Background: an optimization exercise with open tools, aiming at small area, a short achievable clock period and few clock cycles per item. Do not read the settings as production practice.
Where RTL was checked, it was by simulation tests only, not by an equivalence proof against the original.
No activity file was given, so power comes from the tool's default toggle rates.

## dense_neuron_mac
module dense_neuron_mac #(
  parameter int unsigned N     = nn_pkg::N,
  parameter int unsigned FRAC  = nn_pkg::FRAC,
  parameter int unsigned LEN_W = 9,
  parameter int unsigned ACC_W = 72
) (
  input  logic                    clk,
  input  logic                    rst,
  input  logic                    start,
  input  logic        [LEN_W-1:0] len,
  input  logic signed [N-1:0]     bias,
  input  logic                    relu_en,
  input  logic                    in_valid,
  output logic                    in_ready,
  input  logic signed [N-1:0]     x,
  input  logic signed [N-1:0]     w,
  output logic                    out_valid,
  input  logic                    out_ready,
  output logic signed [N-1:0]     out,
  output logic                    sat,
  output logic                    busy,
  output logic                    done
);
  logic             busy_q;
  logic             in_ready_q;
  logic             out_valid_q;
  logic             done_q;
  logic             relu_q;
  logic [LEN_W-1:0] count_q;
  logic             fin1_q;
  logic             fin2_q;
  logic [ACC_W-1:0] acc_s;
  logic [ACC_W-1:0] acc_c;
  logic [ACC_W-1:0] as_in;
  logic [ACC_W-1:0] ac_in;
  logic [ACC_W-1:0] tree_s;
  logic [ACC_W-1:0] tree_c;
  logic signed [N-1:0] out_q;
  logic                sat_q;
  logic signed [N-1:0] rs_out;
  logic                rs_sat;
  logic beat;
  logic take;
  logic last_ev;
  logic hand;
  assign beat    = in_valid & in_ready_q;
  assign take    = start & ~busy_q;
  assign hand    = out_valid_q & out_ready;
  assign last_ev = (beat & (count_q == LEN_W'(1))) | (take & (len == '0));
  logic [31:0] xa;
  logic [15:0] one_a, two_a, neg_a;
  ...
Settings: LEC_CHECK=0, CAP_MARGIN=0, CORE_MARGIN=2, CORE_UTILIZATION=50, SLEW_MARGIN=0; clock period 12.0 ns.
standard.sh (not shown) runs the stock make flow with config.mk's settings and CLKGATE_MAP_FILE= SYNTH_SCRIPT=/design/flow/synth_recipe.tcl, a recipe that flattens the netlist after the stock synthesis.
==> flow/flow/run.sh <==
#!/bin/bash
set -euo pipefail
bash standard.sh 'BUFFER_PORTS_ARGS=-buffer_cell sky130_fd_sc_hd__buf_2' SETUP_SLACK_MARGIN=8.3 TNS_END_PERCENT=0 SKIP_INCREMENTAL_REPAIR=1 SYNTH_ARGS=-noabc finish > flow_standard.log 2>&1
Testbench counts at the start, summed over its fixed seeds: cycles 13,071, beats 11,791.
Next try:
CAP_MARGIN = 20   (was 0)
CORE_UTILIZATION = 40   (was 50)
SLEW_MARGIN = 20   (was 0)
The new run produced a clean layout.
Hold slack got worse by 11 ps.
Power increases slightly.
Cell area stays flat.
Clock skew came out higher by 15 ps.
Combinational power fell by a few percent.
Core utilization fell by 12 points.
Synthesized area does not change.
Via count drops by a few percent.

Another version of the RTL of dense_neuron_mac (not shown whole).
Size: roughly 3900 cells after synthesis, roughly 270 flip-flops, ~150 I/O pins, roughly 37000 sq um of cells after synthesis.
## dense_neuron_mac
module dense_neuron_mac #(
  parameter int unsigned N     = nn_pkg::N,
  parameter int unsigned FRAC  = nn_pkg::FRAC,
  parameter int unsigned LEN_W = 9,
  parameter int unsigned ACC_W = 72
) (
  input  logic                    clk,
  input  logic                    rst,
  input  logic                    start,
  input  logic        [LEN_W-1:0] len,
  input  logic signed [N-1:0]     bias,
  input  logic                    relu_en,
  input  logic                    in_valid,
  output logic                    in_ready,
  input  logic signed [N-1:0]     x,
  input  logic signed [N-1:0]     w,
  output logic                    out_valid,
  input  logic                    out_ready,
  output logic signed [N-1:0]     out,
  output logic                    sat,
  output logic                    busy,
  output logic                    done
);
==> flow/config.mk <==
export PLATFORM = sky130hd
export DESIGN_NAME = dense_neuron_mac
export DESIGN_NICKNAME = dense_neuron_mac
export VERILOG_FILES = /design/flow/design.v
export SDC_FILE = /design/flow/constraint.sdc
export NUM_CORES = 4
export LEC_CHECK = 0
export CAP_MARGIN = 20
export CORE_MARGIN = 2
export CORE_UTILIZATION = 50
export SLEW_MARGIN = 20
==> flow/constraint.sdc <==
create_clock -name core_clock -period 12.0 [get_ports {clk}]
set_input_delay 2.4000 -clock core_clock [delete_from_list [all_inputs] [get_ports {clk}]]
set_output_delay 2.4000 -clock core_clock [all_outputs]
set_load 0.01 [all_outputs]
==> flow/flow/run.sh <==
#!/bin/bash
# The standard layout, with repair_timing asked for extra setup slack so that
# the design is sized for a period below the design's 12 ns.
set -euo pipefail
bash standard.sh SETUP_SLACK_MARGIN=8.5 TNS_END_PERCENT=0 finish > flow_standard.log 2>&1
Edit:
==> flow/flow/run.sh (replaced) <==
#!/bin/bash
# The standard layout, with repair_timing asked for extra setup slack so that
# the design is sized for a period below the design's 12 ns.
set -euo pipefail
bash standard.sh SETUP_SLACK_MARGIN=8.0 TNS_END_PERCENT=0 finish > flow_standard.log 2>&1
Outcome:
- cell count fell by 0.31%
- power fell by 1.1%
- die area is unchanged
- worst hold slack barely changes
- worst setup slack loses 110 ps
No functional check of the RTL was part of any run of this note.

RTL: one of the versions met above, not the one the previous note started from.
Size in the first run: roughly 3400 cells after synthesis, roughly 270 flip-flops.
Design dense_neuron_mac, start of the top module:
module dense_neuron_mac #(
  parameter int unsigned N     = nn_pkg::N,
  parameter int unsigned FRAC  = nn_pkg::FRAC,
  parameter int unsigned LEN_W = 9,
  parameter int unsigned ACC_W = 72
) (
  input  logic                    clk,
  input  logic                    rst,
  input  logic                    start,
  input  logic        [LEN_W-1:0] len,
  input  logic signed [N-1:0]     bias,
  input  logic                    relu_en,
  input  logic                    in_valid,
  output logic                    in_ready,
  input  logic signed [N-1:0]     x,
  input  logic signed [N-1:0]     w,
  output logic                    out_valid,
  input  logic                    out_ready,
  output logic signed [N-1:0]     out,
  output logic                    sat,
  output logic                    busy,
  output logic                    done
);
Settings: LEC_CHECK=0, CAP_MARGIN=20, CORE_MARGIN=2, CORE_UTILIZATION=45, PLACE_DENSITY=0.66, SLEW_MARGIN=20; clock period 12.0 ns.
==> flow/flow/run.sh <==
#!/bin/bash
set -euo pipefail
bash standard.sh 'BUFFER_PORTS_ARGS=-buffer_cell sky130_fd_sc_hd__buf_2' SETUP_SLACK_MARGIN=8.6 TNS_END_PERCENT=0 SKIP_INCREMENTAL_REPAIR=1 SYNTH_ARGS=-noabc finish > flow_standard.log 2>&1
Testbench counts at the start, summed over its fixed seeds: cycles 13,071, beats 11,791.
Edit:
- GPL_ROUTABILITY_DRIVEN: not set -> 0
- PLACE_DENSITY: 0.66 -> 0.72
The changed run produced a clean layout; via count went down by 0.31%; wire length fell by 5.9%; clock power decreases by about 8%.
Edit:
==> flow/flow/run.sh (replaced) <==
#!/bin/bash
set -euo pipefail
bash standard.sh 'BUFFER_PORTS_ARGS=-buffer_cell sky130_fd_sc_hd__buf_2' SETUP_SLACK_MARGIN=8.3 TNS_END_PERCENT=0 SKIP_INCREMENTAL_REPAIR=1 SYNTH_ARGS=-noabc finish > flow_standard.log 2>&1
- CORE_UTILIZATION: 45 -> 50
- GPL_ROUTABILITY_DRIVEN: 0 -> not set
- PLACE_DENSITY: 0.72 -> not set
After rerunning:
- sequential power stays flat
- sequential share of layout area fell by 0.13 points
- wire length came out higher by 12%
- via count rose by 1.5%
- design area goes up by 0.72%
- clock skew shrinks by 0.011 ns
- critical path depth does not change
- core utilization rises by 6.2 points
- hold slack improved by 0.022 ns

## the previous run
dense_neuron_mac again, from the RTL that the note above started with.
clock: 12.0 ns
lec_check: 0
cap_margin: 20
core_margin: 2
core_utilization: 45
place_density: 0.72
slew_margin: 20
==> flow/flow/run.sh <==
#!/bin/bash
set -euo pipefail
bash standard.sh 'BUFFER_PORTS_ARGS=-buffer_cell sky130_fd_sc_hd__buf_2' SETUP_SLACK_MARGIN=8.6 TNS_END_PERCENT=5 SKIP_INCREMENTAL_REPAIR=1 SYNTH_ARGS=-noabc finish > flow_standard.log 2>&1
The previous run completed; timing, DRC and antenna clean
Testbench counts of the previous run, summed over its fixed seeds: cycles 13,071, beats 11,791.
diff inputs: the previous run => the current run
- putting GPL_TIMING_DRIVEN at 0 where nothing was set
==> flow/flow/run.sh <==
#!/bin/bash
set -euo pipefail
bash standard.sh 'BUFFER_PORTS_ARGS=-buffer_cell sky130_fd_sc_hd__buf_2' SETUP_SLACK_MARGIN=8.6 TNS_END_PERCENT=0 SKIP_INCREMENTAL_REPAIR=1 SYNTH_ARGS=-noabc finish > flow_standard.log 2>&1
## What came out
The final layouts of the previous run and the current run pass the timing, design-rule and antenna checks. out_q[6] as the capturing instance or port of the critical path was reported by the current run, and out_q[9] by the previous run. As far as depth of the critical timing path with buffers and inverters included goes, the current run and the previous run are indistinguishable; the numbers are identical. The count of clock-buffer cells in the layout of the current run falls short of that of the previous run by 2.1%. The post-route standard cell area excluding fillers was comparable across the previous run and the current run. The current run against the previous run: power density over cell area lower; shortest period the worst path allows higher; fraction of the core area covered by cells at the end of the flow roughly the same; non-clock buffer count higher; layout cell share with drive strength beyond 1 higher. The current run has register area below what the previous run had.

dense_neuron_mac again, from the RTL that the note above started with.
## dense_neuron_mac
module dense_neuron_mac #(
  parameter int unsigned N     = nn_pkg::N,
  parameter int unsigned FRAC  = nn_pkg::FRAC,
  parameter int unsigned LEN_W = 9,
  parameter int unsigned ACC_W = 72
) (
  input  logic                    clk,
  input  logic                    rst,
  input  logic                    start,
  input  logic        [LEN_W-1:0] len,
  input  logic signed [N-1:0]     bias,
  input  logic                    relu_en,
  input  logic                    in_valid,
  output logic                    in_ready,
  input  logic signed [N-1:0]     x,
  input  logic signed [N-1:0]     w,
  output logic                    out_valid,
  input  logic                    out_ready,
  output logic signed [N-1:0]     out,
  output logic                    sat,
  output logic                    busy,
  output logic                    done
);
  logic             busy_q;
  logic             in_ready_q;
  logic             out_valid_q;
  logic             done_q;
  logic             relu_q;
  logic [LEN_W-1:0] count_q;
  logic             fin1_q;
  logic             fin2_q;
  logic [ACC_W-1:0] acc_s;
  logic [ACC_W-1:0] acc_c;
  logic [ACC_W-1:0] as_in;
  logic [ACC_W-1:0] ac_in;
  logic [ACC_W-1:0] tree_s;
  logic [ACC_W-1:0] tree_c;
  logic signed [N-1:0] out_q;
  logic                sat_q;
  logic signed [N-1:0] rs_out;
  logic                rs_sat;
  logic beat;
  logic take;
  logic last_ev;
  logic hand;
  assign beat    = in_valid & in_ready_q;
  assign take    = start & ~busy_q;
  assign hand    = out_valid_q & out_ready;
  assign last_ev = (beat & (count_q == LEN_W'(1))) | (take & (len == '0));
  logic [31:0] xa;
  logic [15:0] one_a, two_a, neg_a;
  logic        clr_a;
  logic [32:0] wx;
  logic [15:0] enc_one, enc_two, enc_neg;
  assign wx = {w, 1'b0};
  always_comb begin
    for (int i = 0; i < 16; i++) begin
      enc_one[i] = wx[2*i+1] ^ wx[2*i];
      enc_two[i] = (wx[2*i+2] & ~wx[2*i+1] & ~wx[2*i]) | (~wx[2*i+2] & wx[2*i+1] & wx[2*i]);
      enc_neg[i] = wx[2*i+2];
    end
  end
  always_ff @(posedge clk) begin
    xa    <= busy_q ? x : bias;
    clr_a <= ~busy_q;
    for (int i = 0; i < 16; i++) begin
  ...
export LEC_CHECK = 0
export CAP_MARGIN = 20
export CORE_MARGIN = 2
export CORE_UTILIZATION = 45
export PLACE_DENSITY = 0.72
export SLEW_MARGIN = 20
create_clock -name core_clock -period 12.0 [get_ports {clk}]
==> flow/flow/run.sh <==
#!/bin/bash
set -euo pipefail
bash standard.sh 'BUFFER_PORTS_ARGS=-buffer_cell sky130_fd_sc_hd__buf_2' SETUP_SLACK_MARGIN=8.6 TNS_END_PERCENT=0 SKIP_INCREMENTAL_REPAIR=1 SYNTH_ARGS=-noabc finish > flow_standard.log 2>&1
The starting point completed without violations.
Testbench counts at the start, summed over its fixed seeds: cycles 13,071, beats 11,791.
Edit:
==> flow/flow/run.sh (replaced) <==
#!/bin/bash
set -euo pipefail
bash standard.sh 'BUFFER_PORTS_ARGS=-buffer_cell sky130_fd_sc_hd__buf_2' SETUP_SLACK_MARGIN=8.3 TNS_END_PERCENT=0 SKIP_INCREMENTAL_REPAIR=1 SYNTH_ARGS=-noabc finish > flow_standard.log 2>&1
Effect: Critical path depth shrinks by 1; final area shrinks by 2.3%; clock skew grows by 0.028 ns; routed wire length shrinks by 2.2%; clock power is about the same.
Edit:
==> flow/flow/run.sh (replaced) <==
#!/bin/bash
set -euo pipefail
bash standard.sh 'BUFFER_PORTS_ARGS=-buffer_cell sky130_fd_sc_hd__buf_2' SETUP_SLACK_MARGIN=8.6 TNS_END_PERCENT=0 SKIP_INCREMENTAL_REPAIR=1 SYNTH_ARGS=-noabc finish > flow_standard.log 2>&1
--- a/flow/config.mk
+++ b/flow/config.mk
@@ -10,2 +10 @@
-export CORE_UTILIZATION = 45
-export PLACE_DENSITY = 0.72
+export CORE_UTILIZATION = 50
The new run produced a clean layout.
Power grows by 1.1%.
Setup slack improves by 0.17 ns.
Die area shrinks by 9.9%.
Clock-buffer cell count grows by 6.
Area after synthesis does not change.
Routed wire length grows by 11%.
Global-route usage grows by 7.1 points.
Final cell count shrinks by 1.7%.
Design area grows by 1.9%.
Synthesized cell count does not change.

## job 101
Starting RTL as in the previous note.
// dense_neuron_mac
module dense_neuron_mac #(
  parameter int unsigned N     = nn_pkg::N,
  parameter int unsigned FRAC  = nn_pkg::FRAC,
  parameter int unsigned LEN_W = 9,
  parameter int unsigned ACC_W = 72
) (
  input  logic                    clk,
  input  logic                    rst,
  input  logic                    start,
  input  logic        [LEN_W-1:0] len,
  input  logic signed [N-1:0]     bias,
  input  logic                    relu_en,
  input  logic                    in_valid,
  output logic                    in_ready,
  input  logic signed [N-1:0]     x,
  input  logic signed [N-1:0]     w,
  output logic                    out_valid,
  input  logic                    out_ready,
  output logic signed [N-1:0]     out,
  output logic                    sat,
  output logic                    busy,
  output logic                    done
);
export LEC_CHECK = 0
export CAP_MARGIN = 20
export CORE_MARGIN = 2
export CORE_UTILIZATION = 45
export PLACE_DENSITY = 0.72
export SLEW_MARGIN = 20
create_clock -name core_clock -period 12.0 [get_ports {clk}]
==> flow/flow/run.sh <==
#!/bin/bash
set -euo pipefail
bash standard.sh 'BUFFER_PORTS_ARGS=-buffer_cell sky130_fd_sc_hd__buf_2' SETUP_SLACK_MARGIN=7.8 TNS_END_PERCENT=0 SKIP_INCREMENTAL_REPAIR=1 SYNTH_ARGS=-noabc finish > flow_standard.log 2>&1
Testbench counts of job 101, summed over its fixed seeds: cycles 13,071, beats 11,791.
Relative to job 101, the following input files were edited for job 102:
==> flow/flow/run.sh <==
#!/bin/bash
set -euo pipefail
here=$(pwd)
bash standard.sh 'BUFFER_PORTS_ARGS=-buffer_cell sky130_fd_sc_hd__buf_2' SETUP_SLACK_MARGIN=8.6 TNS_END_PERCENT=0 SKIP_INCREMENTAL_REPAIR=1 SYNTH_ARGS=-noabc "PRE_RESIZE_TCL=$here/flow/pre_resize.tcl" finish > flow_standard.log 2>&1
==> flow/flow/pre_resize.tcl (new file) <==
set_max_fanout 16 [current_design]
--- outcome ---
- On hold slack: job 102 sits below job 101.
- Job 101 → job 102: count of non-CTS buffers in the layout climbed 198; count of filler cells inserted in the layout dropped 391; via count climbed about 8%; switching portion of total power climbed 0.67 points.

== v34 ==
Another version of the RTL of dense_neuron_mac (not shown whole).
Size: ~270 flip-flops, ~150 I/O pins.
==> flow/design.v (excerpt) <==
module dense_neuron_mac #(
  parameter int unsigned N     = nn_pkg::N,
  parameter int unsigned FRAC  = nn_pkg::FRAC,
  parameter int unsigned LEN_W = 9,
  parameter int unsigned ACC_W = 72
) (
  input  logic                    clk,
  input  logic                    rst,
  input  logic                    start,
  input  logic        [LEN_W-1:0] len,
  input  logic signed [N-1:0]     bias,
  input  logic                    relu_en,
  input  logic                    in_valid,
  output logic                    in_ready,
  input  logic signed [N-1:0]     x,
  input  logic signed [N-1:0]     w,
  output logic                    out_valid,
  input  logic                    out_ready,
  output logic signed [N-1:0]     out,
  output logic                    sat,
  output logic                    busy,
  output logic                    done
);
  logic             busy_q;
  logic             in_ready_q;
  logic             out_valid_q;
  logic             done_q;
  logic             relu_q;
  logic [LEN_W-1:0] count_q;
  logic             fin1_q;
  logic             fin2_q;
  logic [ACC_W-1:0] acc_s;
  logic [ACC_W-1:0] acc_c;
  ...
Settings: LEC_CHECK=0, CAP_MARGIN=20, CORE_MARGIN=2, CORE_UTILIZATION=50, SLEW_MARGIN=20; clock period 12.0 ns.
==> flow/flow/run.sh <==
#!/bin/bash
set -euo pipefail
bash standard.sh 'BUFFER_PORTS_ARGS=-buffer_cell sky130_fd_sc_hd__buf_2' SETUP_SLACK_MARGIN=8.3 TNS_END_PERCENT=0 SKIP_INCREMENTAL_REPAIR=1 SYNTH_ARGS=-noabc finish > flow_standard.log 2>&1
v34 | status: complete | timing, DRC, antenna: pass
Setup changes, v34 to v22
==> flow/flow/run.sh <==
#!/bin/bash
set -euo pipefail
bash standard.sh 'BUFFER_PORTS_ARGS=-buffer_cell sky130_fd_sc_hd__buf_2' SETUP_SLACK_MARGIN=8.3 TNS_END_PERCENT=0 finish > flow_standard.log 2>&1
[summary]
- Compared with v34, in v22 wire length on met3 has decreased, routability congestion estimate from global placement dropped 0.0044, vertical die dimension +about 2.3%.
- Summary of v22 over v34: post-route minimum period fell 41 ps, number of cells on the critical path up 4.
- Via count was higher in the run labelled v22.
- Cell area of v22 exceeds that of v34 by a few percent.
Here is what was changed in the inputs of v41 compared with v22.
==> flow/flow/run.sh <==
#!/bin/bash
set -euo pipefail
bash standard.sh 'BUFFER_PORTS_ARGS=-buffer_cell sky130_fd_sc_hd__buf_2' SETUP_SLACK_MARGIN=8.7 TNS_END_PERCENT=0 SKIP_INCREMENTAL_REPAIR=1 finish > flow_standard.log 2>&1
### Flow results
v41 -> v22: wire length of the first global-routing pass delta 0, exact match
In v41, the count of filler cells inserted in the layout came out 1.2% above the value in v22.
Maximum number of buffers from clock root to sink came out exactly the same in v22 and v41.
Reported for v22 and v41, number of distinct library cells after synthesis turned out identical to the last digit.
Worst setup path startpoint = xa[2]: v41; worst setup path startpoint = xa[16]: v22
Between v22 and v41, the difference in cell-internal power is negligible.
Edits applied to the flow inputs when going from v41 to v29:
==> flow/flow/run.sh <==
#!/bin/bash
set -euo pipefail
bash standard.sh 'BUFFER_PORTS_ARGS=-buffer_cell sky130_fd_sc_hd__buf_2' SETUP_SLACK_MARGIN=8.3 TNS_END_PERCENT=0 SKIP_INCREMENTAL_REPAIR=1 finish > flow_standard.log 2>&1
[summary]
- Diff v41..v29 | final critical delay including setup and external delays | unchanged
- Between v41 and v29, the post-layout total power does not differ in any meaningful way.
- v29 finished every step from synthesis to the final layout, and the layout passed the timing, design-rule and antenna checks.
- v29 vs. v41: via count of the first global-routing pass did not really move; area inside the core boundary did not really move.
Function was not checked in any run of this note: the RTL went through the layout flow alone.

## afterwards: timing with drivers on the ports
In the flow no input, the clock included, has a driving cell. The finished layouts below were timed again as built, in two steps. Step 1 assumes that a clkbuf_16 drives the clock port and a buf_2 every other input. Step 2 times the ports against the registers' clock, not the clock port: input delays grow and output delays shrink by t, the midpoint of the rising clock arrivals with the driver on. a / b / c = ideal ports / drivers / drivers and shift; a / b = the first two.
run	t, ns	setup WS [ns]	latest minus earliest clock arrival (ns)	pins driven straight from the clock port
the first run of note 1	0.633	8.145 / 8.145 / 7.623	0.022 / 0.021	1
the second run of note 1	0.651	8.122 / 8.122 / 8.122	0.035 / 0.035	1
the first run of note 2	0.626	7.983 / 7.983 / 7.491	0.021 / 0.022	1
the second run of note 2	0.635	7.873 / 7.861 / 7.461	0.019 / 0.019	1
the first run of note 3	0.635	8.177 / 8.177 / 7.759	0.017 / 0.016	1
the second run of note 3	0.627	8.247 / 8.247 / 8.241	0.031 / 0.031	1
the third run of note 3	0.633	8.145 / 8.145 / 7.623	0.022 / 0.021	1
the previous run	0.643	8.137 / 8.137 / 8.137	0.034 / 0.035	1
the current run	0.625	8.080 / 8.080 / 8.080	0.020 / 0.020	1
the first run of note 5	0.627	8.247 / 8.247 / 8.241	0.031 / 0.031	1
the second run of note 5	0.649	8.043 / 8.043 / 7.563	0.064 / 0.063	1
the third run of note 5	0.652	8.209 / 8.209 / 8.097	0.040 / 0.040	1
job 101	0.621	7.572 / 7.572 / 7.572	0.027 / 0.027	1
job 102	0.619	7.918 / 7.918 / 7.573	0.027 / 0.027	1
v34	0.651	7.913 / 7.913 / 7.913	0.047 / 0.047	1
v22	0.646	7.954 / 7.954 / 7.954	0.032 / 0.032	1
v41	0.643	7.947 / 7.947 / 7.629	0.030 / 0.030	1
v29	0.643	7.947 / 7.947 / 7.629	0.030 / 0.030	1
After both steps every run listed still meets setup and hold.
